Source: an optimization exercise on an open RTL-to-GDS flow (aim: small area, a short achievable clock period and few clock cycles per item). Production flows keep margins and buffers that such runs may drop. Only simulation tests tie the RTL to the original design; equivalence was not proved. Power figures rest on the tool's default switching activity, not on a simulated workload.

==> design/flow/run.sh <==
#!/bin/bash
# synth_recipe.tcl (not shown) runs the flow's synth.tcl, then flattens the netlist and writes it again
# the make line also repeats each setting of config.mk as NAME=value (left out here)
make -C /OpenROAD-flow-scripts/flow DESIGN_CONFIG=/design/flow/config.mk WORK_HOME=/design/flow/orfs CLKGATE_MAP_FILE= SYNTH_SCRIPT=/design/flow/synth_recipe.tcl finish
==> design/flow/config.mk <==
export PLATFORM = sky130hd
export DESIGN_NAME = mcm_pipe
export DESIGN_NICKNAME = mcm_pipe
export VERILOG_FILES = /design/flow/design.v
export SDC_FILE = /design/flow/constraint.sdc
export NUM_CORES = 4
export LEC_CHECK = 0
export CAP_MARGIN = 20
export CORE_MARGIN = 2
export CORE_UTILIZATION = 40
export SETUP_SLACK_MARGIN = 3
export SLEW_MARGIN = 20
==> design/flow/constraint.sdc <==
create_clock -name core_clock -period 10.0 [get_ports {clk}]
set_input_delay 2.0000 -clock core_clock [delete_from_list [all_inputs] [get_ports {clk}]]
set_output_delay 2.0000 -clock core_clock [all_outputs]
set_load 0.01 [all_outputs]
==> design/flow/design.v <==
package mcm_pkg;
    localparam int unsigned CW = 28;
    function automatic logic [CW-1:0] coef_row(input logic [5:0] idx);
        logic [CW-1:0] c;
        case (idx)
            6'd0: c = 28'b0000000000000010000000000000;
            6'd1: c = 28'b0000000010000010000000100001;
            6'd2: c = 28'b0000000100000010010001000010;
            6'd3: c = 28'b0000101001010110000001000010;
            6'd4: c = 28'b0001001011010010010100000010;
            6'd5: c = 28'b0001001001001010010100100011;
            6'd6: c = 28'b0001001011001010000100000100;
            6'd7: c = 28'b0001001001000110000100100100;
            6'd8: c = 28'b0001001001000010010101000100;
            6'd9: c = 28'b0001001011000010010101100101;
            6'd10: c = 28'b0001001101000010101000000110;
            6'd11: c = 28'b0001101000100010011000100110;
            6'd12: c = 28'b0010001000001010011001000110;
            6'd13: c = 28'b0010001010001110001001000101;
            6'd14: c = 28'b0010001010001010011010000100;
            6'd15: c = 28'b0010001010000110001010100100;
            6'd16: c = 28'b0010001100000001100000000100;
            6'd17: c = 28'b0010010001010101010000100100;
            6'd18: c = 28'b0010010011010001010001000100;
            6'd19: c = 28'b0010110001001001010001100100;
            6'd20: c = 28'b0011010011001001000001000100;
            6'd21: c = 28'b0011010011000101000100000011;
            6'd22: c = 28'b0011010101000001101000000010;
            6'd23: c = 28'b0010110010101101011000000010;
            6'd24: c = 28'b0010010010101001001000000010;
            6'd25: c = 28'b0010010000100101001000100010;
            6'd26: c = 28'b0010010000100001011001000010;
            6'd27: c = 28'b0001110010100101001001000010;
            6'd28: c = 28'b0001010010100001011010000010;
            6'd29: c = 28'b0001010000001001001010100001;
            6'd30: c = 28'b0001010010001000100000000000;
            6'd31: c = 28'b0000110000000100010000000000;
            6'd32: c = 28'b0000001001000001000000010000;
            6'd33: c = 28'b0000001001000001000000010000;
            6'd34: c = 28'b0111101011000101000000110001;
            6'd35: c = 28'b0111101011000101000000110001;
            6'd36: c = 28'b0111001011000001010001010010;
            6'd37: c = 28'b0111001011000001010001010010;
            6'd38: c = 28'b0110101101000101010001110011;
            6'd39: c = 28'b0110101101000101010001110011;
            6'd40: c = 28'b0110001101000001000001010100;
            6'd41: c = 28'b0110001101000001000001010100;
            6'd42: c = 28'b0101101010101101000001110101;
            6'd43: c = 28'b0101101010101101000001110101;
            6'd44: c = 28'b0101001010101001010100010110;
            6'd45: c = 28'b0101001010101001010100010110;
            6'd46: c = 28'b0100101000100101010100110111;
            6'd47: c = 28'b0100101000100101010100110111;
            6'd48: c = 28'b0100001000100001000100001000;
            6'd49: c = 28'b0100001000100001000100001000;
            6'd50: c = 28'b1011101010100101000100101001;
            6'd51: c = 28'b1011101010100101000100101001;
            6'd52: c = 28'b1011001010100001010101001010;
            6'd53: c = 28'b1011001010100001010101001010;
            6'd54: c = 28'b1010101000001101010101101011;
            6'd55: c = 28'b1010101000001101010101101011;
            6'd56: c = 28'b1010001000001001101000001100;
            6'd57: c = 28'b1010001000001001101000001100;
            6'd58: c = 28'b1001101010001101101000101101;
            6'd59: c = 28'b1001101010001101101000101101;
            6'd60: c = 28'b1001001010001001011000001110;
            6'd61: c = 28'b1001001010001001011000001110;
            6'd62: c = 28'b1000101000000101011000101111;
            6'd63: c = 28'b1000101000000101011000101111;
            default: c = '0;
        endcase
        coef_row = c;
    endfunction
endpackage
module mcm_lane #(
    parameter int unsigned CW = 28
) (
    input  logic [7:0]    x,
    input  logic [CW-1:0] c,
    output logic [63:0]   y
);
    wire n1;
    wire n2;
    wire n3;
    wire n4;
    wire n5;
    wire n6;
    wire n7;
    wire n8;
    wire n9;
    wire n10;
    wire n11;
    wire n12;
    wire n13;
    wire n14;
    wire n15;
    wire n16;
    wire n17;
    wire n18;
    wire n19;
    wire n20;
    wire n21;
    wire n22;
    wire n23;
    wire n24;
    wire n25;
    wire n26;
    wire n27;
    wire n28;
    wire n29;
    wire n30;
    wire n31;
    wire n32;
    wire n33;
    wire n34;
    wire n35;
    wire n36;
    wire n37;
    wire n38;
    wire n39;
    wire n40;
    wire n41;
    wire n42;
    wire n43;
    wire n44;
    wire n45;
    wire n46;
    wire n47;
    wire n48;
    wire n49;
    wire n50;
    wire n51;
    wire n52;
    wire n53;
    wire n54;
    wire n55;
    wire n56;
    wire n57;
    wire n58;
    wire n59;
    wire n60;
    wire n61;
    wire n62;
    wire n63;
    wire n64;
    wire n65;
    wire n69;
    wire n70;
    wire n71;
    wire n72;
    wire n73;
    wire n74;
    wire n75;
    wire n76;
    wire n77;
    wire n78;
    wire n79;
    wire n80;
    wire n81;
    wire n82;
    wire n83;
    wire n84;
    wire n85;
    wire n86;
    wire n87;
    wire n88;
    wire n89;
    wire n90;
    wire n91;
    wire n92;
    wire n93;
    wire n94;
    wire n95;
    wire n96;
    wire n97;
    wire n98;
    wire n99;
    wire n100;
    wire n101;
    wire n102;
    wire n103;
    wire n104;
    wire n105;
    wire n106;
    wire n107;
    wire n108;
    wire n109;
    wire n110;
    wire n111;
    wire n112;
    wire n113;
    wire n114;
    wire n115;
    wire n116;
    wire n117;
    wire n118;
    wire n119;
    wire n120;
    wire n121;
    wire n122;
    wire n123;
    wire n124;
    wire n125;
    wire n126;
    wire n127;
    wire n128;
    wire n129;
    wire n130;
    wire n131;
    wire n132;
    wire n133;
    wire n134;
    wire n135;
    wire n136;
    wire n137;
    wire n138;
    wire n139;
    wire n140;
    wire n141;
    wire n142;
    wire n143;
    wire n144;
    wire n145;
    wire n146;
    wire n147;
    wire n148;
    wire n149;
    wire n150;
    wire n151;
    wire n152;
    wire n153;
    wire n154;
    wire n155;
    wire n156;
    wire n157;
    wire n158;
    wire n159;
    wire n160;
    wire n161;
    wire n162;
    wire n163;
    wire n164;
    wire n165;
    wire n166;
    wire n167;
    wire n168;
    wire n169;
    wire n170;
    wire n171;
    wire n172;
    wire n176;
    wire n177;
    wire n178;
    wire n179;
    wire n180;
    wire n181;
    wire n182;
    wire n183;
    wire n184;
    wire n185;
    wire n186;
    wire n187;
    wire n188;
    wire n189;
    wire n190;
    wire n191;
    wire n192;
    wire n193;
    wire n194;
    wire n195;
    wire n196;
    wire n197;
    wire n198;
    wire n199;
    wire n200;
    wire n201;
    wire n202;
    wire n203;
    wire n204;
    wire n205;
    wire n206;
    wire n207;
    wire n208;
    wire n209;
    wire n210;
    wire n211;
    wire n212;
    wire n213;
    wire n214;
    wire n215;
    wire n216;
    wire n217;
    wire n218;
    wire n219;
    wire n220;
    wire n221;
    wire n222;
    wire n223;
    wire n224;
    wire n225;
    wire n226;
    wire n227;
    wire n228;
    wire n229;
    wire n230;
    wire n231;
    wire n232;
    wire n233;
    wire n234;
    wire n235;
    wire n236;
    wire n237;
    wire n238;
    wire n239;
    wire n240;
    wire n241;
    wire n242;
    wire n243;
    wire n244;
    wire n245;
    wire n246;
    wire n247;
    wire n248;
    wire n249;
    wire n250;
    wire n251;
    wire n252;
    wire n253;
    wire n254;
    wire n255;
    wire n256;
    wire n257;
    wire n258;
    wire n259;
    wire n260;
    wire n261;
    wire n262;
    wire n263;
    wire n264;
    wire n265;
    wire n266;
    wire n267;
    wire n268;
    wire n269;
    wire n270;
    wire n271;
    wire n272;
    wire n273;
    wire n274;
    wire n275;
    wire n276;
    wire n277;
    wire n278;
    wire n279;
    wire n283;
    wire n284;
    wire n285;
    wire n286;
    wire n287;
    wire n288;
    wire n289;
    wire n290;
    wire n291;
    wire n292;
    wire n293;
    wire n294;
    wire n295;
    wire n296;
    wire n297;
    wire n298;
    wire n299;
    wire n300;
    wire n301;
    wire n302;
    wire n303;
    wire n304;
    wire n305;
    wire n306;
    wire n307;
    wire n308;
    wire n309;
    wire n310;
    wire n311;
    wire n312;
    wire n313;
    wire n314;
    wire n315;
    wire n316;
    wire n317;
    wire n318;
    wire n319;
    wire n320;
    wire n321;
    wire n322;
    wire n323;
    wire n324;
    wire n325;
    wire n326;
    wire n327;
    wire n328;
    wire n329;
    wire n330;
    wire n331;
    wire n332;
    wire n333;
    wire n334;
    wire n335;
    wire n336;
    wire n337;
    wire n338;
    wire n339;
    wire n340;
    wire n341;
    wire n342;
    wire n343;
    wire n344;
    wire n345;
    wire n346;
    wire n347;
    assign n1 = (c[0] & x[0]);
    assign n2 = (c[0] & x[1]);
    assign n3 = (c[0] & x[2]);
    assign n4 = (c[0] & x[3]);
    assign n5 = (c[0] & x[4]);
    assign n6 = (c[0] & x[5]);
    assign n7 = (c[0] & x[6]);
    assign n8 = (c[0] & x[7]);
    assign n9 = (c[1] & x[0]);
    assign n10 = (c[1] & x[1]);
    assign n11 = (c[1] & x[2]);
    assign n12 = (c[1] & x[3]);
    assign n13 = (c[1] & x[4]);
    assign n14 = (c[1] & x[5]);
    assign n15 = (c[1] & x[6]);
    assign n16 = (c[1] & x[7]);
    assign n17 = (c[2] & x[0]);
    assign n18 = (c[2] & x[1]);
    assign n19 = (c[2] & x[2]);
    assign n20 = (c[2] & x[3]);
    assign n21 = (c[2] & x[4]);
    assign n22 = (c[2] & x[5]);
    assign n23 = (c[2] & x[6]);
    assign n24 = (c[2] & x[7]);
    assign n25 = ~((c[3] & x[0]));
    assign n26 = ~((c[3] & x[1]) | (c[4] & x[0]));
    assign n27 = ~((c[3] & x[2]) | (c[4] & x[1]));
    assign n28 = ~((c[3] & x[3]) | (c[4] & x[2]));
    assign n29 = ~((c[3] & x[4]) | (c[4] & x[3]));
    assign n30 = ~((c[3] & x[5]) | (c[4] & x[4]));
    assign n31 = ~((c[3] & x[6]) | (c[4] & x[5]));
    assign n32 = ~((c[3] & x[7]) | (c[4] & x[6]));
    assign n33 = ~((c[4] & x[7]));
    assign n34 = ~(n3 ^ n10);
    assign n35 = n3 | n10;
    assign n36 = n4 ^ n11 ^ n18;
    assign n37 = (n4 & n11) | (n18 & (n4 ^ n11));
    assign n38 = n5 ^ n12 ^ n19;
    assign n39 = (n5 & n12) | (n19 & (n5 ^ n12));
    assign n40 = n6 ^ n13 ^ n20;
    assign n41 = (n6 & n13) | (n20 & (n6 ^ n13));
    assign n42 = n7 ^ n14 ^ n21;
    assign n43 = (n7 & n14) | (n21 & (n7 ^ n14));
    assign n44 = n8 ^ n15 ^ n22;
    assign n45 = (n8 & n15) | (n22 & (n8 ^ n15));
    assign n46 = n16 ^ n23 ^ n30;
    assign n47 = (n16 & n23) | (n30 & (n16 ^ n23));
    assign n48 = ~(n2 ^ n9);
    assign n49 = n2 | n9;
    assign n50 = n34 ^ n17 ^ 1'b0;
    assign n51 = (n34 & n17) | (1'b0 & (n34 ^ n17));
    assign n52 = n35 ^ n36 ^ n25;
    assign n53 = (n35 & n36) | (n25 & (n35 ^ n36));
    assign n54 = n37 ^ n38 ^ n26;
    assign n55 = (n37 & n38) | (n26 & (n37 ^ n38));
    assign n56 = n39 ^ n40 ^ n27;
    assign n57 = (n39 & n40) | (n27 & (n39 ^ n40));
    assign n58 = n41 ^ n42 ^ n28;
    assign n59 = (n41 & n42) | (n28 & (n41 ^ n42));
    assign n60 = n43 ^ n44 ^ n29;
    assign n61 = (n43 & n44) | (n29 & (n43 ^ n44));
    assign n62 = n45 ^ n46 ^ 1'b0;
    assign n63 = (n45 & n46) | (1'b0 & (n45 ^ n46));
    assign n64 = n47 ^ n24 ^ n31;
    assign n65 = (n47 & n24) | (n31 & (n47 ^ n24));
    wire [12:0] n66 = {1'b0, n33, n65, n63, n61, n59, n57, n55, n53, n51, n49, n48, n1};
    wire [12:0] n67 = {1'b1, 1'b0, n32, n64, n62, n60, n58, n56, n54, n52, n50, 1'b0, 1'b0};
    wire [12:0] n68 = ~(n66 + n67 + 13'd1);
    assign y[15:0] = {{3{n68[12]}}, n68};
    assign n69 = (c[5] & x[0]);
    assign n70 = (c[5] & x[1]);
    assign n71 = (c[5] & x[2]);
    assign n72 = (c[5] & x[3]);
    assign n73 = (c[5] & x[4]);
    assign n74 = (c[5] & x[5]);
    assign n75 = (c[5] & x[6]);
    assign n76 = (c[5] & x[7]);
    assign n77 = (c[6] & x[0]);
    assign n78 = (c[6] & x[1]) | (c[7] & x[0]);
    assign n79 = (c[6] & x[2]) | (c[7] & x[1]);
    assign n80 = (c[6] & x[3]) | (c[7] & x[2]);
    assign n81 = (c[6] & x[4]) | (c[7] & x[3]);
    assign n82 = (c[6] & x[5]) | (c[7] & x[4]);
    assign n83 = (c[6] & x[6]) | (c[7] & x[5]);
    assign n84 = (c[6] & x[7]) | (c[7] & x[6]);
    assign n85 = (c[7] & x[7]);
    assign n86 = (c[8] & x[0]);
    assign n87 = (c[8] & x[1]) | (c[9] & x[0]);
    assign n88 = (c[8] & x[2]) | (c[9] & x[1]);
    assign n89 = (c[8] & x[3]) | (c[9] & x[2]);
    assign n90 = (c[8] & x[4]) | (c[9] & x[3]);
    assign n91 = (c[8] & x[5]) | (c[9] & x[4]);
    assign n92 = (c[8] & x[6]) | (c[9] & x[5]);
    assign n93 = (c[8] & x[7]) | (c[9] & x[6]);
    assign n94 = (c[9] & x[7]);
    assign n95 = ~((c[10] & x[0]));
    assign n96 = ~((c[10] & x[1]) | (c[11] & x[0]));
    assign n97 = ~((c[10] & x[2]) | (c[11] & x[1]));
    assign n98 = ~((c[10] & x[3]) | (c[11] & x[2]));
    assign n99 = ~((c[10] & x[4]) | (c[11] & x[3]));
    assign n100 = ~((c[10] & x[5]) | (c[11] & x[4]));
    assign n101 = ~((c[10] & x[6]) | (c[11] & x[5]));
    assign n102 = ~((c[10] & x[7]) | (c[11] & x[6]));
    assign n103 = ~((c[11] & x[7]));
    assign n104 = ~((c[12] & x[0]));
    assign n105 = ~((c[12] & x[1]) | (c[13] & x[0]));
    assign n106 = ~((c[12] & x[2]) | (c[13] & x[1]));
    assign n107 = ~((c[12] & x[3]) | (c[13] & x[2]));
    assign n108 = ~((c[12] & x[4]) | (c[13] & x[3]));
    assign n109 = ~((c[12] & x[5]) | (c[13] & x[4]));
    assign n110 = ~((c[12] & x[6]) | (c[13] & x[5]));
    assign n111 = ~((c[12] & x[7]) | (c[13] & x[6]));
    assign n112 = ~((c[13] & x[7]));
    assign n113 = ~(n72 ^ n78);
    assign n114 = n72 | n78;
    assign n115 = ~(n73 ^ n79);
    assign n116 = n73 | n79;
    assign n117 = n74 ^ n80 ^ n88;
    assign n118 = (n74 & n80) | (n88 & (n74 ^ n80));
    assign n119 = n75 ^ n81 ^ n89;
    assign n120 = (n75 & n81) | (n89 & (n75 ^ n81));
    assign n121 = n76 ^ n82 ^ n90;
    assign n122 = (n76 & n82) | (n90 & (n76 ^ n82));
    assign n123 = n83 ^ n91 ^ n102;
    assign n124 = (n83 & n91) | (n102 & (n83 ^ n91));
    assign n125 = n84 ^ n92 ^ n103;
    assign n126 = (n84 & n92) | (n103 & (n84 ^ n92));
    assign n127 = ~(n85 ^ n93);
    assign n128 = n85 | n93;
    assign n129 = ~(n71 ^ n77);
    assign n130 = n71 | n77;
    assign n131 = n113 ^ n86 ^ n97;
    assign n132 = (n113 & n86) | (n97 & (n113 ^ n86));
    assign n133 = n114 ^ n115 ^ n87;
    assign n134 = (n114 & n115) | (n87 & (n114 ^ n115));
    assign n135 = n116 ^ n117 ^ n99;
    assign n136 = (n116 & n117) | (n99 & (n116 ^ n117));
    assign n137 = n118 ^ n119 ^ n100;
    assign n138 = (n118 & n119) | (n100 & (n118 ^ n119));
    assign n139 = n120 ^ n121 ^ n101;
    assign n140 = (n120 & n121) | (n101 & (n120 ^ n121));
    assign n141 = n122 ^ n123 ^ n107;
    assign n142 = (n122 & n123) | (n107 & (n122 ^ n123));
    assign n143 = n124 ^ n125 ^ n108;
    assign n144 = (n124 & n125) | (n108 & (n124 ^ n125));
    assign n145 = n126 ^ n127 ^ n109;
    assign n146 = (n126 & n127) | (n109 & (n126 ^ n127));
    assign n147 = ~(n128 ^ n94);
    assign n148 = n128 | n94;
    assign n149 = ~(n129 ^ n96);
    assign n150 = n129 | n96;
    assign n151 = n130 ^ n131 ^ 1'b0;
    assign n152 = (n130 & n131) | (1'b0 & (n130 ^ n131));
    assign n153 = n132 ^ n133 ^ n98;
    assign n154 = (n132 & n133) | (n98 & (n132 ^ n133));
    assign n155 = n134 ^ n135 ^ n104;
    assign n156 = (n134 & n135) | (n104 & (n134 ^ n135));
    assign n157 = n136 ^ n137 ^ n105;
    assign n158 = (n136 & n137) | (n105 & (n136 ^ n137));
    assign n159 = n138 ^ n139 ^ n106;
    assign n160 = (n138 & n139) | (n106 & (n138 ^ n139));
    assign n161 = n140 ^ n141 ^ 1'b0;
    assign n162 = (n140 & n141) | (1'b0 & (n140 ^ n141));
    assign n163 = n142 ^ n143 ^ 1'b0;
    assign n164 = (n142 & n143) | (1'b0 & (n142 ^ n143));
    assign n165 = n144 ^ n145 ^ 1'b0;
    assign n166 = (n144 & n145) | (1'b0 & (n144 ^ n145));
    assign n167 = n146 ^ n147 ^ n110;
    assign n168 = (n146 & n147) | (n110 & (n146 ^ n147));
    assign n169 = ~(n148 ^ n111);
    assign n170 = n148 | n111;
    assign n171 = ~(n112 ^ 1'b0);
    assign n172 = n112 | 1'b0;
    wire [13:0] n173 = {n170, n168, n166, n164, n162, n160, n158, n156, n154, n152, n150, n149, n70, n69};
    wire [13:0] n174 = {n171, n169, n167, n165, n163, n161, n159, n157, n155, n153, n151, 1'b0, n95, 1'b0};
    wire [13:0] n175 = ~(n173 + n174 + 14'd1);
    assign y[31:16] = {2'd0, n175};
    assign n176 = (c[14] & x[0]);
    assign n177 = (c[14] & x[1]);
    assign n178 = (c[14] & x[2]);
    assign n179 = (c[14] & x[3]);
    assign n180 = (c[14] & x[4]);
    assign n181 = (c[14] & x[5]);
    assign n182 = (c[14] & x[6]);
    assign n183 = (c[14] & x[7]);
    assign n184 = (c[15] & x[0]);
    assign n185 = (c[15] & x[1]) | (c[16] & x[0]);
    assign n186 = (c[15] & x[2]) | (c[16] & x[1]);
    assign n187 = (c[15] & x[3]) | (c[16] & x[2]);
    assign n188 = (c[15] & x[4]) | (c[16] & x[3]);
    assign n189 = (c[15] & x[5]) | (c[16] & x[4]);
    assign n190 = (c[15] & x[6]) | (c[16] & x[5]);
    assign n191 = (c[15] & x[7]) | (c[16] & x[6]);
    assign n192 = (c[16] & x[7]);
    assign n193 = (c[17] & x[0]);
    assign n194 = (c[17] & x[1]) | (c[18] & x[0]);
    assign n195 = (c[17] & x[2]) | (c[18] & x[1]);
    assign n196 = (c[17] & x[3]) | (c[18] & x[2]);
    assign n197 = (c[17] & x[4]) | (c[18] & x[3]);
    assign n198 = (c[17] & x[5]) | (c[18] & x[4]);
    assign n199 = (c[17] & x[6]) | (c[18] & x[5]);
    assign n200 = (c[17] & x[7]) | (c[18] & x[6]);
    assign n201 = (c[18] & x[7]);
    assign n202 = ~((c[19] & x[0]));
    assign n203 = ~((c[19] & x[1]) | (c[20] & x[0]));
    assign n204 = ~((c[19] & x[2]) | (c[20] & x[1]));
    assign n205 = ~((c[19] & x[3]) | (c[20] & x[2]));
    assign n206 = ~((c[19] & x[4]) | (c[20] & x[3]));
    assign n207 = ~((c[19] & x[5]) | (c[20] & x[4]));
    assign n208 = ~((c[19] & x[6]) | (c[20] & x[5]));
    assign n209 = ~((c[19] & x[7]) | (c[20] & x[6]));
    assign n210 = ~((c[20] & x[7]));
    assign n211 = ~((c[21] & x[0]));
    assign n212 = ~((c[21] & x[1]) | (c[22] & x[0]));
    assign n213 = ~((c[21] & x[2]) | (c[22] & x[1]));
    assign n214 = ~((c[21] & x[3]) | (c[22] & x[2]));
    assign n215 = ~((c[21] & x[4]) | (c[22] & x[3]));
    assign n216 = ~((c[21] & x[5]) | (c[22] & x[4]));
    assign n217 = ~((c[21] & x[6]) | (c[22] & x[5]));
    assign n218 = ~((c[21] & x[7]) | (c[22] & x[6]));
    assign n219 = ~((c[22] & x[7]));
    assign n220 = ~(n179 ^ n185);
    assign n221 = n179 | n185;
    assign n222 = ~(n180 ^ n186);
    assign n223 = n180 | n186;
    assign n224 = n181 ^ n187 ^ n195;
    assign n225 = (n181 & n187) | (n195 & (n181 ^ n187));
    assign n226 = n182 ^ n188 ^ n196;
    assign n227 = (n182 & n188) | (n196 & (n182 ^ n188));
    assign n228 = n183 ^ n189 ^ n197;
    assign n229 = (n183 & n189) | (n197 & (n183 ^ n189));
    assign n230 = n190 ^ n198 ^ n209;
    assign n231 = (n190 & n198) | (n209 & (n190 ^ n198));
    assign n232 = n191 ^ n199 ^ n210;
    assign n233 = (n191 & n199) | (n210 & (n191 ^ n199));
    assign n234 = ~(n192 ^ n200);
    assign n235 = n192 | n200;
    assign n236 = ~(n178 ^ n184);
    assign n237 = n178 | n184;
    assign n238 = n220 ^ n193 ^ n204;
    assign n239 = (n220 & n193) | (n204 & (n220 ^ n193));
    assign n240 = n221 ^ n222 ^ n194;
    assign n241 = (n221 & n222) | (n194 & (n221 ^ n222));
    assign n242 = n223 ^ n224 ^ n206;
    assign n243 = (n223 & n224) | (n206 & (n223 ^ n224));
    assign n244 = n225 ^ n226 ^ n207;
    assign n245 = (n225 & n226) | (n207 & (n225 ^ n226));
    assign n246 = n227 ^ n228 ^ n208;
    assign n247 = (n227 & n228) | (n208 & (n227 ^ n228));
    assign n248 = n229 ^ n230 ^ n214;
    assign n249 = (n229 & n230) | (n214 & (n229 ^ n230));
    assign n250 = n231 ^ n232 ^ n215;
    assign n251 = (n231 & n232) | (n215 & (n231 ^ n232));
    assign n252 = n233 ^ n234 ^ n216;
    assign n253 = (n233 & n234) | (n216 & (n233 ^ n234));
    assign n254 = ~(n235 ^ n201);
    assign n255 = n235 | n201;
    assign n256 = ~(n236 ^ n203);
    assign n257 = n236 | n203;
    assign n258 = n237 ^ n238 ^ 1'b0;
    assign n259 = (n237 & n238) | (1'b0 & (n237 ^ n238));
    assign n260 = n239 ^ n240 ^ n205;
    assign n261 = (n239 & n240) | (n205 & (n239 ^ n240));
    assign n262 = n241 ^ n242 ^ n211;
    assign n263 = (n241 & n242) | (n211 & (n241 ^ n242));
    assign n264 = n243 ^ n244 ^ n212;
    assign n265 = (n243 & n244) | (n212 & (n243 ^ n244));
    assign n266 = n245 ^ n246 ^ n213;
    assign n267 = (n245 & n246) | (n213 & (n245 ^ n246));
    assign n268 = n247 ^ n248 ^ 1'b0;
    assign n269 = (n247 & n248) | (1'b0 & (n247 ^ n248));
    assign n270 = n249 ^ n250 ^ 1'b0;
    assign n271 = (n249 & n250) | (1'b0 & (n249 ^ n250));
    assign n272 = n251 ^ n252 ^ 1'b0;
    assign n273 = (n251 & n252) | (1'b0 & (n251 ^ n252));
    assign n274 = n253 ^ n254 ^ n217;
    assign n275 = (n253 & n254) | (n217 & (n253 ^ n254));
    assign n276 = ~(n255 ^ n218);
    assign n277 = n255 | n218;
    assign n278 = ~(n219 ^ 1'b0);
    assign n279 = n219 | 1'b0;
    wire [13:0] n280 = {n277, n275, n273, n271, n269, n267, n265, n263, n261, n259, n257, n256, n177, n176};
    wire [13:0] n281 = {n278, n276, n274, n272, n270, n268, n266, n264, n262, n260, n258, 1'b0, n202, 1'b0};
    wire [13:0] n282 = ~(n280 + n281 + 14'd1);
    assign y[47:32] = {2'd0, n282};
    assign n283 = (c[23] & x[0]);
    assign n284 = (c[23] & x[1]);
    assign n285 = (c[23] & x[2]);
    assign n286 = (c[23] & x[3]);
    assign n287 = (c[23] & x[4]);
    assign n288 = (c[23] & x[5]);
    assign n289 = (c[23] & x[6]);
    assign n290 = (c[23] & x[7]);
    assign n291 = (c[24] & x[0]);
    assign n292 = (c[24] & x[1]);
    assign n293 = (c[24] & x[2]);
    assign n294 = (c[24] & x[3]);
    assign n295 = (c[24] & x[4]);
    assign n296 = (c[24] & x[5]);
    assign n297 = (c[24] & x[6]);
    assign n298 = (c[24] & x[7]);
    assign n299 = (c[25] & x[0]);
    assign n300 = (c[25] & x[1]);
    assign n301 = (c[25] & x[2]);
    assign n302 = (c[25] & x[3]);
    assign n303 = (c[25] & x[4]);
    assign n304 = (c[25] & x[5]);
    assign n305 = (c[25] & x[6]);
    assign n306 = (c[25] & x[7]);
    assign n307 = ~((c[26] & x[0]));
    assign n308 = ~((c[26] & x[1]) | (c[27] & x[0]));
    assign n309 = ~((c[26] & x[2]) | (c[27] & x[1]));
    assign n310 = ~((c[26] & x[3]) | (c[27] & x[2]));
    assign n311 = ~((c[26] & x[4]) | (c[27] & x[3]));
    assign n312 = ~((c[26] & x[5]) | (c[27] & x[4]));
    assign n313 = ~((c[26] & x[6]) | (c[27] & x[5]));
    assign n314 = ~((c[26] & x[7]) | (c[27] & x[6]));
    assign n315 = ~((c[27] & x[7]));
    assign n316 = ~(n285 ^ n292);
    assign n317 = n285 | n292;
    assign n318 = n286 ^ n293 ^ n300;
    assign n319 = (n286 & n293) | (n300 & (n286 ^ n293));
    assign n320 = n287 ^ n294 ^ n301;
    assign n321 = (n287 & n294) | (n301 & (n287 ^ n294));
    assign n322 = n288 ^ n295 ^ n302;
    assign n323 = (n288 & n295) | (n302 & (n288 ^ n295));
    assign n324 = n289 ^ n296 ^ n303;
    assign n325 = (n289 & n296) | (n303 & (n289 ^ n296));
    assign n326 = n290 ^ n297 ^ n304;
    assign n327 = (n290 & n297) | (n304 & (n290 ^ n297));
    assign n328 = n298 ^ n305 ^ n312;
    assign n329 = (n298 & n305) | (n312 & (n298 ^ n305));
    assign n330 = ~(n284 ^ n291);
    assign n331 = n284 | n291;
    assign n332 = n316 ^ n299 ^ 1'b0;
    assign n333 = (n316 & n299) | (1'b0 & (n316 ^ n299));
    assign n334 = n317 ^ n318 ^ n307;
    assign n335 = (n317 & n318) | (n307 & (n317 ^ n318));
    assign n336 = n319 ^ n320 ^ n308;
    assign n337 = (n319 & n320) | (n308 & (n319 ^ n320));
    assign n338 = n321 ^ n322 ^ n309;
    assign n339 = (n321 & n322) | (n309 & (n321 ^ n322));
    assign n340 = n323 ^ n324 ^ n310;
    assign n341 = (n323 & n324) | (n310 & (n323 ^ n324));
    assign n342 = n325 ^ n326 ^ n311;
    assign n343 = (n325 & n326) | (n311 & (n325 ^ n326));
    assign n344 = n327 ^ n328 ^ 1'b0;
    assign n345 = (n327 & n328) | (1'b0 & (n327 ^ n328));
    assign n346 = n329 ^ n306 ^ n313;
    assign n347 = (n329 & n306) | (n313 & (n329 ^ n306));
    wire [12:0] n348 = {1'b0, n315, n347, n345, n343, n341, n339, n337, n335, n333, n331, n330, n283};
    wire [12:0] n349 = {1'b1, 1'b0, n314, n346, n344, n342, n340, n338, n336, n334, n332, 1'b0, 1'b0};
    wire [12:0] n350 = ~(n348 + n349 + 13'd1);
    assign y[63:48] = {{3{n350[12]}}, n350};
endmodule
import mcm_pkg::*;
module mcm_pipe (
    input  logic         clk,
    input  logic         rst,
    input  logic         in_valid,
    output logic         in_ready,
    input  logic [31:0]  in_x,
    input  logic [4:0]   in_frac,
    input  logic         in_mode,
    output logic         out_valid,
    input  logic         out_ready,
    output logic [255:0] out_y
);
    logic                    v_q;
    logic [31:0]             x_q;
    logic [mcm_pkg::CW-1:0]  c_q;
    assign in_ready  = !v_q || out_ready;
    assign out_valid = v_q;
    always_ff @(posedge clk) begin
        if (rst) v_q <= 1'b0;
        else if (in_ready) v_q <= in_valid;
    end
    always_ff @(posedge clk) begin
        if (in_ready) begin
            x_q <= in_x;
            c_q <= mcm_pkg::coef_row({in_mode, in_frac});
        end
    end
    for (genvar ch = 0; ch < 4; ch++) begin : g_lane
        mcm_lane #(.CW(mcm_pkg::CW)) u_lane (.x(x_q[ch*8 +: 8]), .c(c_q), .y(out_y[ch*64 +: 64]));
    end
endmodule
==> results of run 1 <==
-- registers in the layout, indices dropped and copies added (netlist names) --
signal and flops:
v_q 1, c_q 28, x_q 32
-- metrics by stage --
stage	std cells	utilization	instance area (sq um)
2_1_floorplan	2848	-	23300
3_3_place_gp	3697	0.458	26300
3_5_place_dp	3697	0.458	26300
4_1_cts	3740	0.468	26900
5_1_grt	3764	0.475	27300
6_report	3764	0.475	27300
-- cell usage in the layout (no fill, tap or decap), drive strengths merged, types with 12 or more instances in the layout --
cell type	n
and2	170
a31oi	21
nor2b	12
conb	16
fa	248
a22o	153
o21ai	71
xnor2	91
a22oi	130
ha	305
clkdlybuf4s50	273
and3	13
inv	415
o21bai	20
buf	107
nand2b	21
o21a	13
edfxtp	60
nor2	121
a21oi	103
xor2	87
clkbuf	12
nand3	19
nand2	273
nor3	23
a221oi	19
a21o	75
-- worst min-delay path by stage --
stage | start | endpoint
detailed placement | v_q$_SDFFE_PP0P_ | v_q$_SDFFE_PP0P_
finish | v_q$_SDFFE_PP0P_ | x_q[31]$_DFFE_PP_
global route | v_q$_SDFFE_PP0P_ | x_q[31]$_DFFE_PP_
global placement | v_q$_SDFFE_PP0P_ | v_q$_SDFFE_PP0P_
CTS | v_q$_SDFFE_PP0P_ | v_q$_SDFFE_PP0P_
floorplan | v_q$_SDFFE_PP0P_ | v_q$_SDFFE_PP0P_
-- where the power goes --
group          switching, mW  internal [mW]  leakage [nW]
sequential            0.0177          0.306         0.641
clock                  0.153          0.220         0.156
combinational           4.53           4.48          12.3
total                   4.70           5.00          13.1
-- critical path, stage by stage, from the launching register on --
cell and delay, ns:
edfxtp_1 0.43, buf_12 0.17, a22o_1 0.22, fa_1 0.49, fa_1 0.51, inv_1 0.06
fa_1 0.51, inv_1 0.07, ha_4 0.25, a211oi_4 0.24, o21bai_1 0.11, a21o_1 0.19
a221o_1 0.35, or4_1 0.48, and3_4 0.17, dlygate4sd2_1 0.28
-- per-layer routing --
layer  track usage  share of wire  wire [um]
met5             0        0.00024         16
met1         0.296           0.45      30000
met2         0.360           0.47      31000
met4        0.0619          0.025       1630
met3        0.0249          0.050       3310
-- logic make-up (layout without fill, tap and decap cells) --
logic type	count (synthesis)	in the layout	share of synthesized area
AND/OR/NAND/NOR	693	693	0.145
adder cells (fa/ha/maj)	553	553	0.378
buffers and inverters	673	824	0.118
XOR/XNOR	178	178	0.0672
flip-flops	61	61	0.0785
AO/OA/AOI/OAI	669	669	0.210
multiplexers	5	5	0.00323
other	1	16	0.000162
-- area by class of cell --
type                    instances  area share
repair buffers                393       0.139
well taps                     765      0.0351
flip-flops and latches         61      0.0668
inverters                     415      0.0571
clock inverters                 7     0.00362
multi-input cells            2114       0.690
clock buffers                   9     0.00826
-- what timing repair did --
action,4_1_cts,5_1_grt
gates cloned,0,3
pin swaps,2,7
endpoints found under the setup margin,20,25
hold buffers,0,0
resized for setup,14,36
buffers inserted,27,21
==> flow_summary.json, run 1 <==
{
  "outcome": "complete, no violations",
  "crit_end": "out_y[173]",
  "worst_r2r_path_depth": 2,
  "synthMostInstantiatedCell": "inv_1",
  "synth_warnings": 1,
  "drt-pass1-iter-count": 5,
  "cts_tree": "built",
  "timing.final.ws_setup_ns": 3.08,
  "clk_pin_slew_ns": 0.06,
  "portBuffers": 283,
  "layout.nets": 3589,
  "totalWireLength_um": 66000,
  "pin_count": 300,
  "final_max_slew_viol_count": 0,
  "synth_area_leader_cell": "fa_1",
  "finalHoldViolations": 0,
  "start_util": 0.404,
  "cts_buffers": 9,
  "tightestPinTransition_ns": 1.07,
  "drive_gt1_frac": 0.0527,
  "grt_antenna_before_repair": 1,
  "vdd_ir_drop_max_mv": 0.269,
  "area_growth_pct": 17.6,
  "relSlewSlack": 0.284,
  "die_w_um": 245,
  "timing.rr.end": "x_q[15]$_DFFE_PP_",
  "grt.overflow.total": 0,
  "htreeDepth": 3,
  "cts_sinks": 61,
  "ys_top_cells_by_area": "fa_1 (21%), ha_1 (16%), edfxtp_1 (7.8%)",
  "rr_startpoint": "v_q$_SDFFE_PP0P_",
  "post_synth_most_frequent_cells": "inv_1 (412), ha_1 (305), nand2_1 (272), fa_1 (248), clkbuf_1 (173)",
  "dieHeight_um": 245,
  "pre_cts_slack_ns": 2.70,
  "yosysUniqueCellTypes": 70,
  "synthFlopType": "edfxtp_1",
  "finClkSkew_ns": 0.00861,
  "synth_edf_count": 60,
  "critical_path_class": "flip-flop to output port",
  "rsz0062_at_grt": "true",
  "insertedDiodeCount": 0,
  "syn_avg_cell_area_sq_um": 8.19,
  "whs_ns": 1.11,
  "async_flop_share": 0,
  "fin_crit_sh": 0.692,
  "antenna_left": 0,
  "via_per_inst": 5.50,
  "endpoint_kind": "output port",
  "vias": 20700,
  "ys_ff_latch": 61,
  "p_leak_nw": 13.1,
  "multiInputGateArea_sq_um": 18800,
  "wl_per_cell_um": 17.5,
  "gp_congestion": 0.863,
  "grt_util_all_layers": 0.216,
  "final-seq-area_sq_um": 1820,
  "drc_errors": 0,
  "reg2reg_setup_slack_ns": 8.37,
  "crit_start": "x_q[19]$_DFFE_PP_",
  "synth_top_cell_area_share": 0.214,
  "ys_seq_area_frac": 0.0785,
  "holdPathStages": 2,
  "timing.setup.tns_ns": 0,
  "synthCells": 2833,
  "power_mw": 9.70,
  "cts.path.max_buffers": 2,
  "first_global_vias": 20800,
  "synthesis.area_sq_um": 23200,
  "setup-violations-final": 0,
  "die_area_sq_um": 60000,
  "hp-class": "flip-flop to flip-flop",
  "power_density_nw_per_um2": 356,
  "max_cap_viol_count": 0,
  "clockRootBuffer": "clkbuf_16",
  "dp_hpwl_um": 48800,
  "arrival_ns": 4.92,
  "core_area_sq_um": 57500,
  "grt_max_degree": 63,
  "cp.required_ns": 8.00,
  "drt_iter0_markers": 1260,
  "fin_crit_ns": 6.92,
  "crit_path_start_kind": "flip-flop",
  "cp_max_fo": 7,
  "fmax_ghz": 0.145,
  "clk_latency_ns": 0.38,
  "placement_rows": 88,
  "fillers": 5609,
  "grt_first_pass_wirelength_um": 107000
}
Testbench counts, summed over its fixed seeds: cycles 9,608, items 9,600.
==> run 2: changes to the inputs <==
--- a/design/flow/config.mk
+++ b/design/flow/config.mk
@@ -9,4 +9,4 @@
 export CORE_MARGIN = 2
 export CORE_UTILIZATION = 40
-export SETUP_SLACK_MARGIN = 3
+export SETUP_SLACK_MARGIN = 4.5
 export SLEW_MARGIN = 20
==> run 2 against run 1 <==
Effect of this change:
- total power grew 28%
- worst hold slack worse by 0.57 ns
- critical endpoint unchanged
- routed wire length increased by 20%
- highest routed layer is now met4
- critical path type unchanged
- fmax rose by 3.9%
- count of clock-buffer cells in the layout unchanged
- largest cell class unchanged
- combinational power increased by 31%
- non-clock buffer count increased by 293
==> flow_summary.json, run 2 <==
{
  "max_cap_viol_count": 0,
  "tightestPinTransition_ns": 0.957,
  "drt_iter0_markers": 1453,
  "clockRootBuffer": "clkbuf_16",
  "vdd_ir_drop_max_mv": 0.275,
  "start_util": 0.404,
  "synth_warnings": 1,
  "drive_gt1_frac": 0.336,
  "grt.overflow.total": 0,
  "totalWireLength_um": 79500,
  "grt_util_all_layers": 0.252,
  "finClkSkew_ns": 0.00807,
  "cts_sinks": 61,
  "core_area_sq_um": 57500,
  "cp.required_ns": 8.00,
  "post_synth_most_frequent_cells": "inv_1 (412), ha_1 (305), nand2_1 (272), fa_1 (248), clkbuf_1 (173)",
  "first_global_vias": 23000,
  "vias": 22600,
  "fin_crit_sh": 0.666,
  "placement_rows": 88,
  "holdBufCountCts": 0,
  "post_dp_cell_area_sq_um": 26600,
  "synthesis.area_sq_um": 23200,
  "dieHeight_um": 245,
  "grt_first_pass_wirelength_um": 122000,
  "dp_hpwl_um": 48300,
  "async_flop_share": 0,
  "fin_area_sq_um": 33400,
  "htreeDepth": 3,
  "mostFrequentLayoutCell": "inv_1",
  "synth_top_cell_area_share": 0.214,
  "wl_per_cell_um": 19.6,
  "cts.path.max_buffers": 2,
  "top_regs": "x_q x32, c_q x28, v_q x1",
  "synthCells": 2833,
  "largest_reg_flops": 32,
  "clk_pin_slew_ns": 0.07,
  "grt_max_degree": 60,
  "finalHoldViolations": 0,
  "relSlewSlack": 0.362,
  "cts_buffers": 9,
  "clk_latency_ns": 0.38,
  "yosysUniqueCellTypes": 70,
  "gp_congestion": 0.864,
  "fin_crit_ns": 6.66,
  "intPower_mw": 6.27,
  "via_per_inst": 5.57,
  "switchingPower_mw": 6.17,
  "drc_errors": 0,
  "endpoint_kind": "output port",
  "synthFlopType": "edfxtp_1",
  "power_frac_comb": 0.946,
  "area_growth_pct": 43.8,
  "die_w_um": 245,
  "outcome": "complete, no violations",
  "pin_count": 300,
  "rsz0062_at_grt": "true",
  "arrival_ns": 4.66,
  "grt_antenna_before_repair": 0,
  "portBuffers": 283,
  "timing.setup.tns_ns": 0,
  "synthMostInstantiatedCell": "inv_1",
  "die_area_sq_um": 60000,
  "fillers": 4926,
  "layout.nets": 3882,
  "power_frac_clock": 0.029,
  "cp_max_fo": 14,
  "regMostFlops": "x_q",
  "power_frac_seq": 0.026,
  "cts_tree": "built",
  "antenna_left": 0,
  "critical_path_class": "flip-flop to output port",
  "power_density_nw_per_um2": 373,
  "ys_seq_area_frac": 0.0785,
  "p_sw_frac": 0.496,
  "final_max_slew_viol_count": 0,
  "synth_edf_count": 60,
  "ys_ff_latch": 61,
  "insertedDiodeCount": 0,
  "drt-pass1-iter-count": 6,
  "ys_top_cells_by_area": "fa_1 (21%), ha_1 (16%), edfxtp_1 (7.8%)",
  "synth_area_leader_cell": "fa_1",
  "fmax_ghz": 0.150,
  "final_cell_mix": "inv_1 (356), nand2_1 (242), fa_1 (239), buf_4 (215), ha_1 (211)",
  "p_leak_nw": 15.7,
  "syn_avg_cell_area_sq_um": 8.19,
  "setup-violations-final": 0,
  "hp-class": "flip-flop to flip-flop",
  "crit_path_start_kind": "flip-flop"
}
## run 2: final timing paths
check	from	to	slack (ns)	depth (start not counted)
worst min register to register	v_q$_SDFFE_PP0P_	v_q$_SDFFE_PP0P_	0.54	2
worst max register to register	v_q$_SDFFE_PP0P_	x_q[5]$_DFFE_PP_	8.40	2
worst min-delay path	v_q$_SDFFE_PP0P_	v_q$_SDFFE_PP0P_	0.54	2
worst max-delay path	x_q[17]$_DFFE_PP_	out_y[173]	3.34	12
## run 2: through the flow
step           hold WS, ns  power [mW]  setup slack [ns]  std cells  utilization
6_report             0.541        12.4              3.34       4057        0.581
5_1_grt              0.584        13.4              3.23       4057        0.581
4_1_cts              0.563        11.0              3.37       3945        0.543
3_5_place_dp         0.550        9.50              2.68       3692        0.463
3_3_place_gp         0.534        9.39              2.80       3692        0.463
2_1_floorplan         1.32        5.83              3.91       2848            -
## run 2: power groups by stage
stage          clock (mW)  sequential [mW]  combinational (mW)
2_1_floorplan           0            0.324                5.51
3_3_place_gp            0            0.353                9.04
3_5_place_dp            0            0.355                9.14
4_1_cts             0.367            0.318                10.4
5_1_grt             0.371            0.321                12.7
6_report            0.359            0.318                11.8
## run 2: per-layer routing
| layer | up-vias | wire, um | GRT usage |
|---|---|---|---|
| met5 | - | 0 | 0 |
| met4 | 0 | 1890 | 0.0757 |
| met3 | 113 | 4850 | 0.0347 |
| met2 | 768 | 38900 | 0.426 |
| met1 | 11300 | 33900 | 0.333 |
| li1 | 10400 | - | - |
## run 2: worst max-delay path: stages (launching register included)
cell	delay, ns
edfxtp_1	0.45
buf_12	0.19
a22o_1	0.23
fa_2	0.58
fa_1	0.44
fa_1	0.56
ha_4	0.23
and4_2	0.27
and3_1	0.19
a221o_1	0.34
or4_4	0.49
and3_4	0.16
buf_2	0.14
## run 2: what timing repair did
item	CTS	global route
pin swaps	266	343
cloned	13	2
resized for setup	1236	324
setup endpoints to repair	190	177
setup buffers	224	110
## run 2: final cells by class
cell class / count / area [sq um] / area share
Inverter: 415 / 1560 / 0.0468
Timing Repair Buffer: 686 / 6470 / 0.194
Clock buffer: 9 / 225 / 0.00675
Tap cell: 765 / 957 / 0.0287
Sequential cell: 61 / 1820 / 0.0546
Clock inverter: 7 / 80.1 / 0.00240
Multi-Input combinational cell: 2114 / 22300 / 0.667
## run 2: cells by family (layout without fill, tap and decap cells)
logic type,count (synthesis),in the layout,synth area share
xor+xnor,178,178,0.0672
mux,5,5,0.00323
compound gates,669,669,0.210
buf+inv,673,1117,0.118
other cells,1,16,0.000162
flops,61,61,0.0785
fa+ha+maj,553,553,0.378
simple gates,693,693,0.145
==> run 3: changes to the inputs <==
--- a/design/flow/config.mk
+++ b/design/flow/config.mk
@@ -9,4 +9,4 @@
 export CORE_MARGIN = 2
 export CORE_UTILIZATION = 40
-export SETUP_SLACK_MARGIN = 4.5
+export SETUP_SLACK_MARGIN = 0
 export SLEW_MARGIN = 20
==> run 3 against run 2 <==
Effect of this change:
- still clean on timing, DRC and antenna
- flip-flop and latch count stayed put
- worst hold slack better by 0.56 ns
- first-iteration DRC count is 23% lower
- final area decreased by 20%
- die area stayed put
- critical path depth increased by 2
- largest cell class unchanged
- highest routed layer unchanged
==> flow_summary.json, run 3 <==
{
  "final_cell_count_no_fill": 3714,
  "synth_edf_count": 60,
  "cp.required_ns": 8.00,
  "grt_util_all_layers": 0.213,
  "largest_reg_flops": 32,
  "setup-violations-final": 0,
  "synthMostInstantiatedCell": "inv_1",
  "placement_rows": 88,
  "synth_top_cell_area_share": 0.214,
  "rr_startpoint": "v_q$_SDFFE_PP0P_",
  "clockRootBuffer": "clkbuf_16",
  "drc_errors": 0,
  "final_cell_mix": "inv_1 (412), ha_1 (305), clkdlybuf4s50_1 (283), nand2_1 (272), fa_1 (248)",
  "hp-start": "v_q$_SDFFE_PP0P_",
  "grt_max_degree": 63,
  "power_mw": 9.50,
  "power_frac_seq": 0.036,
  "relSlewSlack": 0.286,
  "cp_max_fo": 28,
  "post_synth_most_frequent_cells": "inv_1 (412), ha_1 (305), nand2_1 (272), fa_1 (248), clkbuf_1 (173)",
  "synth_area_leader_cell": "fa_1",
  "timing.setup.tns_ns": 0,
  "critPathMostFrequentCell": "fa_1",
  "wl_per_cell_um": 17.1,
  "dieHeight_um": 245,
  "via_per_inst": 5.46,
  "hp-class": "flip-flop to flip-flop",
  "portBuffers": 283,
  "holdBufCountCts": 0,
  "htreeDepth": 3,
  "endpoint_kind": "output port",
  "grt_antenna_before_repair": 1,
  "switchingPower_mw": 4.60,
  "fmax_ghz": 0.130,
  "yosysUniqueCellTypes": 70,
  "crit_buf_inv": 3,
  "path_delay_family": "adder cells",
  "critical_path_class": "flip-flop to output port",
  "final_max_slew_viol_count": 0,
  "mostFrequentLayoutCell": "inv_1",
  "p_sw_frac": 0.484,
  "core_area_sq_um": 57500,
  "pin_count": 300,
  "grt.overflow.total": 0,
  "crit_path_start_kind": "flip-flop",
  "vias": 20300,
  "synthesis.area_sq_um": 23200,
  "area_growth_pct": 14.8,
  "ys_seq_area_frac": 0.0785,
  "intPower_mw": 4.90,
  "tightestPinTransition_ns": 1.07,
  "layout.nets": 3538,
  "top_regs": "x_q x32, c_q x28, v_q x1",
  "fin_area_sq_um": 26600,
  "clk_latency_ns": 0.38,
  "start_util": 0.404,
  "cts_sinks": 61,
  "fin_crit_ns": 7.72,
  "cts_setup_buffers": 0,
  "die_area_sq_um": 60000,
  "syn_avg_cell_area_sq_um": 8.19,
  "cts_resized": 0,
  "power_density_nw_per_um2": 357,
  "p_leak_nw": 12.7,
  "regMostFlops": "x_q",
  "async_flop_share": 0,
  "max_cap_viol_count": 0,
  "vdd_ir_drop_max_mv": 0.272,
  "drt_iter0_markers": 1122,
  "arrival_ns": 5.72,
  "power_frac_clock": 0.039,
  "synth_warnings": 1,
  "antenna_left": 0,
  "first_global_vias": 20600,
  "cts_buffers": 9,
  "synthFlopType": "edfxtp_1",
  "cts_tree": "built",
  "ys_ff_latch": 61,
  "rsz0062_at_grt": "false",
  "totalWireLength_um": 63600,
  "power_frac_comb": 0.925,
  "slowest_delay_ns": 0.97,
  "die_w_um": 245,
  "finClkSkew_ns": 0.00997,
  "finalHoldViolations": 0,
  "crit_chain": "a22o_1 -> fa_1 -> fa_1 -> inv_1 -> fa_1 -> inv_1 -> ha_1 -> a211oi_2 -> o21bai_1 -> a21o_1 -> a221o_1 -> or4_1 -> and3_1 -> clkdlybuf4s50_1",
  "pre_cts_slack_ns": 2.70,
  "cts.path.max_buffers": 2,
  "post_dp_cell_area_sq_um": 26300,
  "crit_start": "x_q[20]$_DFFE_PP_",
  "ys_top_cells_by_area": "fa_1 (21%), ha_1 (16%), edfxtp_1 (7.8%)",
  "outcome": "complete, no violations",
  "dp_hpwl_um": 48800,
  "gp_congestion": 0.863,
  "fin_crit_sh": 0.772,
  "clk_pin_slew_ns": 0.06,
  "drt-pass1-iter-count": 6,
  "synthCells": 2833,
  "grt_first_pass_wirelength_um": 105000,
  "dp_cells": 3697,
  "crit_slowest_cell": "edfxtp_1",
  "timing.final.ws_setup_ns": 2.28,
  "drive_gt1_frac": 0.0299
}
run 3: cell counts after synthesis:
Identical to the previous run, type by type.
run 3: layer usage:
metal  part of all wire  vias to the layer above  global-route usage
met2               0.47                      514               0.356
met1               0.46                    10000               0.289
met5                  0                        -                   0
met3              0.042                       79              0.0196
li1                   -                     9674                   -
met4              0.025                        0              0.0685
run 3: cells by family after synthesis:
logic type                 Yosys count  share of synthesized area
and+or+nand+nor                    693                      0.145
xor gates and xnor gates           178                     0.0672
AOI/OAI and AO/OA                  669                      0.210
muxes                                5                    0.00323
adders and majority gates          553                      0.378
other                                1                   0.000162
buffers and inverters              673                      0.118
DFF                                 61                     0.0785
run 3: final timing paths:
path                                          end  slack, ns  cells after the start
worst min-delay path            x_q[30]$_DFFE_PP_       1.10                      2
worst min register to register  x_q[30]$_DFFE_PP_       1.10                      2
worst max-delay path                   out_y[173]       2.28                     14
worst max register to register  x_q[10]$_DFFE_PP_       8.38                      2
run 3: power groups by stage:
stage / sequential [mW] / clock, mW / combinational (mW)
floorplan: 0.323 / 0 / 5.19
global route: 0.346 / 0.390 / 9.69
finish: 0.341 / 0.374 / 8.79
CTS: 0.341 / 0.384 / 8.87
global placement: 0.344 / 0 / 8.72
detailed placement: 0.346 / 0 / 8.80
run 3: cell type report:
type                            instances  area [sq um]
Timing Repair Buffer                  342          3280
Clock buffer                            9           225
Multi-Input combinational cell       2114         18700
Tap cell                              765           957
Clock inverter                          7          98.8
Sequential cell                        61          1820
Antenna cell                            1          2.50
Fill cell                            5696         30800
Inverter                              415          1560
run 3: worst min-delay path, stage by stage (launching register included):
cell and delay, ns:
dfxtp_1 0.37, nand2b_4 0.05, buf_4 0.37
run 3: through the flow:
| stage | utilization | hold slack [ns] |
|---|---|---|
| 4_1_cts | 0.464 | 1.17 |
| 5_1_grt | 0.464 | 1.20 |
| 3_5_place_dp | 0.458 | 1.15 |
| 3_3_place_gp | 0.458 | 1.12 |
| 6_report | 0.464 | 1.10 |
| 2_1_floorplan | - | 1.91 |
==> run 4: changes to the inputs <==
--- a/design/flow/config.mk
+++ b/design/flow/config.mk
@@ -9,4 +9,4 @@
 export CORE_MARGIN = 2
 export CORE_UTILIZATION = 40
-export SETUP_SLACK_MARGIN = 0
+export SETUP_SLACK_MARGIN = 2
 export SLEW_MARGIN = 20
==> run 4 against run 3 <==
Effect of this change:
- utilization is the same
- routed wire length did not move
- sequential share of layout area is the same
- fmax did not move
- register-to-register slack hardly changed
- worst hold slack did not move
- critical path depth unchanged
- worst setup slack did not move
- final area is the same
- clock skew stayed put
- largest power group unchanged
- still clean on timing, DRC and antenna
- area after synthesis unchanged
- combinational power about the same
==> flow_summary.json, run 4 <==
{
  "synth.mux.area_fraction": 0.00324,
  "ys_seq_area_frac": 0.0785,
  "dp_hpwl_um": 48800,
  "synth_area_leader_cell": "fa_1",
  "max_cap_viol_count": 0,
  "cts_buffers": 9,
  "fin_crit_ns": 7.72,
  "clk_latency_ns": 0.38,
  "post_synth_most_frequent_cells": "inv_1 (412), ha_1 (305), nand2_1 (272), fa_1 (248), clkbuf_1 (173)",
  "slowest_delay_ns": 0.97,
  "cts.path.max_buffers": 2,
  "crit_chain": "a22o_1 -> fa_1 -> fa_1 -> inv_1 -> fa_1 -> inv_1 -> ha_1 -> a211oi_2 -> o21bai_1 -> a21o_1 -> a221o_1 -> or4_1 -> and3_1 -> clkdlybuf4s50_1",
  "synth_edf_count": 60,
  "via_per_inst": 5.46,
  "syn_avg_cell_area_sq_um": 8.19,
  "final_max_slew_viol_count": 0,
  "drive_gt1_frac": 0.0299,
  "crit_path_start_kind": "flip-flop",
  "power_density_nw_per_um2": 357,
  "async_flop_share": 0,
  "clockRootBuffer": "clkbuf_16",
  "drt-pass1-iter-count": 6,
  "dp_cells": 3697,
  "top_regs": "x_q x32, c_q x28, v_q x1",
  "cp_max_fo": 28,
  "synthFlopType": "edfxtp_1",
  "start_util": 0.404,
  "synth_xor_xnor_area_share": 0.0672,
  "whs_ns": 1.10,
  "pin_count": 300,
  "synthesis.area_sq_um": 23200,
  "synthAdderAreaFrac": 0.378,
  "relSlewSlack": 0.286,
  "ys_ff_latch": 61,
  "htreeDepth": 3,
  "grt_first_pass_wirelength_um": 105000,
  "area_growth_pct": 14.8,
  "wl_per_cell_um": 17.1,
  "grt_max_degree": 63,
  "grt_antenna_before_repair": 1,
  "timing.setup.tns_ns": 0,
  "final_cell_mix": "inv_1 (412), ha_1 (305), clkdlybuf4s50_1 (283), nand2_1 (272), fa_1 (248)",
  "first_global_vias": 20600,
  "core_area_sq_um": 57500,
  "gp_congestion": 0.863,
  "cts_resized": 0,
  "grt_util_all_layers": 0.213,
  "timing.final.ws_setup_ns": 2.28,
  "critical_path_class": "flip-flop to output port",
  "largest_reg_flops": 32,
  "clk_pin_slew_ns": 0.06,
  "synth_top_cell_area_share": 0.214,
  "regMostFlops": "x_q",
  "vdd_ir_drop_max_mv": 0.272,
  "reg2reg_setup_slack_ns": 8.38,
  "mostFrequentLayoutCell": "inv_1",
  "finalHoldViolations": 0,
  "synth_warnings": 1,
  "drc_errors": 0,
  "critPathMostFrequentCell": "fa_1",
  "die_w_um": 245,
  "setup-violations-final": 0,
  "portBuffers": 283,
  "cts_tree": "built",
  "final_cell_count_no_fill": 3714,
  "yosys.area_share.simple": 0.145,
  "cts_sinks": 61,
  "synth_compound_area_frac": 0.210,
  "fin_crit_sh": 0.772,
  "endpoint_kind": "output port",
  "synth_top_family_by_area": "adder cells",
  "die_area_sq_um": 60000,
  "layout.nets": 3538,
  "arrival_ns": 5.72,
  "ys_top_cells_by_area": "fa_1 (21%), ha_1 (16%), edfxtp_1 (7.8%)",
  "yosysUniqueCellTypes": 70,
  "synthMostInstantiatedCell": "inv_1",
  "rsz0062_at_grt": "false",
  "synthCells": 2833,
  "crit_slowest_cell": "edfxtp_1",
  "fmax_ghz": 0.130,
  "outcome": "complete, no violations",
  "cp.required_ns": 8.00,
  "drt_iter0_markers": 1122,
  "dieHeight_um": 245,
  "grt.overflow.total": 0,
  "totalWireLength_um": 63600,
  "vias": 20300,
  "hp-class": "flip-flop to flip-flop",
  "antenna_left": 0,
  "tightestPinTransition_ns": 1.07,
  "pre_cts_slack_ns": 2.70,
  "finClkSkew_ns": 0.00997,
  "holdBufCountCts": 0,
  "p_leak_nw": 12.7,
  "cts_setup_buffers": 0,
  "placement_rows": 88
}
-- run 4: cell counts after synthesis --
Identical to the previous run, type by type.
-- run 4: metrics by stage --
stage	utilization	power, mW	area (sq um)
after floorplan	-	5.51	23300
after global placement	0.458	9.07	26300
after detailed placement	0.458	9.15	26300
after CTS	0.464	9.60	26600
after global routing	0.464	10.4	26600
final	0.464	9.50	26600
-- run 4: worst paths after layout --
check,startpoint,end,depth (start not counted)
min,v_q$_SDFFE_PP0P_,x_q[30]$_DFFE_PP_,2
min reg2reg,v_q$_SDFFE_PP0P_,x_q[30]$_DFFE_PP_,2
max reg2reg,v_q$_SDFFE_PP0P_,x_q[10]$_DFFE_PP_,2
max,x_q[20]$_DFFE_PP_,out_y[173],14
-- run 4: area by class of cell --
type / count / area (sq um)
antenna: 1 / 2.50
clock buffer: 9 / 225
clock inverter: 7 / 98.8
fill: 5696 / 30800
inverter: 415 / 1560
multi-input combinational: 2114 / 18700
sequential: 61 / 1820
tap: 765 / 957
timing repair buffer: 342 / 3280
-- run 4: logic make-up after synthesis --
family,after synthesis
AND/OR/NAND/NOR,693
AO/OA/AOI/OAI,669
buffers and inverters,673
other,1
flip-flops,61
multiplexers,5
adder cells (fa/ha/maj),553
XOR/XNOR,178
-- run 4: power by group --
part / internal (mW) / switching (mW) / leakage, nW
combinational: 4.38 / 4.41 / 11.9
clock: 0.220 / 0.154 / 0.156
sequential: 0.306 / 0.0356 / 0.641
-- run 4: worst max-delay path, delay by kind of cell, from the launching register on --
family,cells,cell delay (ns)
fa+ha+maj,4,1.83
compound gates,5,1.29
flops,1,0.97
simple gates,2,0.66
buf+inv,3,0.58
-- run 4: routing by layer --
layer | vias to the layer above | wire length [um] | GRT usage
met1 | 10000 | 29300 | 0.289
met5 | - | 0 | 0
met4 | 0 | 1610 | 0.0685
li1 | 9674 | - | -
met3 | 79 | 2650 | 0.0196
met2 | 514 | 30100 | 0.356

==> static timing again, ports no longer ideal <==
The results above use ideal ports. As a check the final layouts listed here were re-extracted and re-timed, cells and wires unchanged.
Step 1 assumes that a clkbuf_16 drives the clock port and a buf_2 every other input.
Step 2 times the ports against the registers' clock, not the clock port: input delays grow and output delays shrink by t, the midpoint of the rising clock arrivals with the driver on.
Three values: no drivers, after step 1, after step 2; two values: the first two.
run	shift t [ns]	setup slack, ns	worst hold slack (ns)	pins driven straight from the clock port
run 1	0.421	3.084 / 3.034 / 3.456	1.114 / 1.114 / 1.114	1
run 2	0.422	3.341 / 3.293 / 3.715	0.541 / 0.541 / 0.541	1
run 3	0.427	2.278 / 2.229 / 2.657	1.100 / 1.100 / 1.100	1
run 4	0.427	2.278 / 2.229 / 2.657	1.100 / 1.100 / 1.100	1
After both steps every run listed still meets setup and hold.
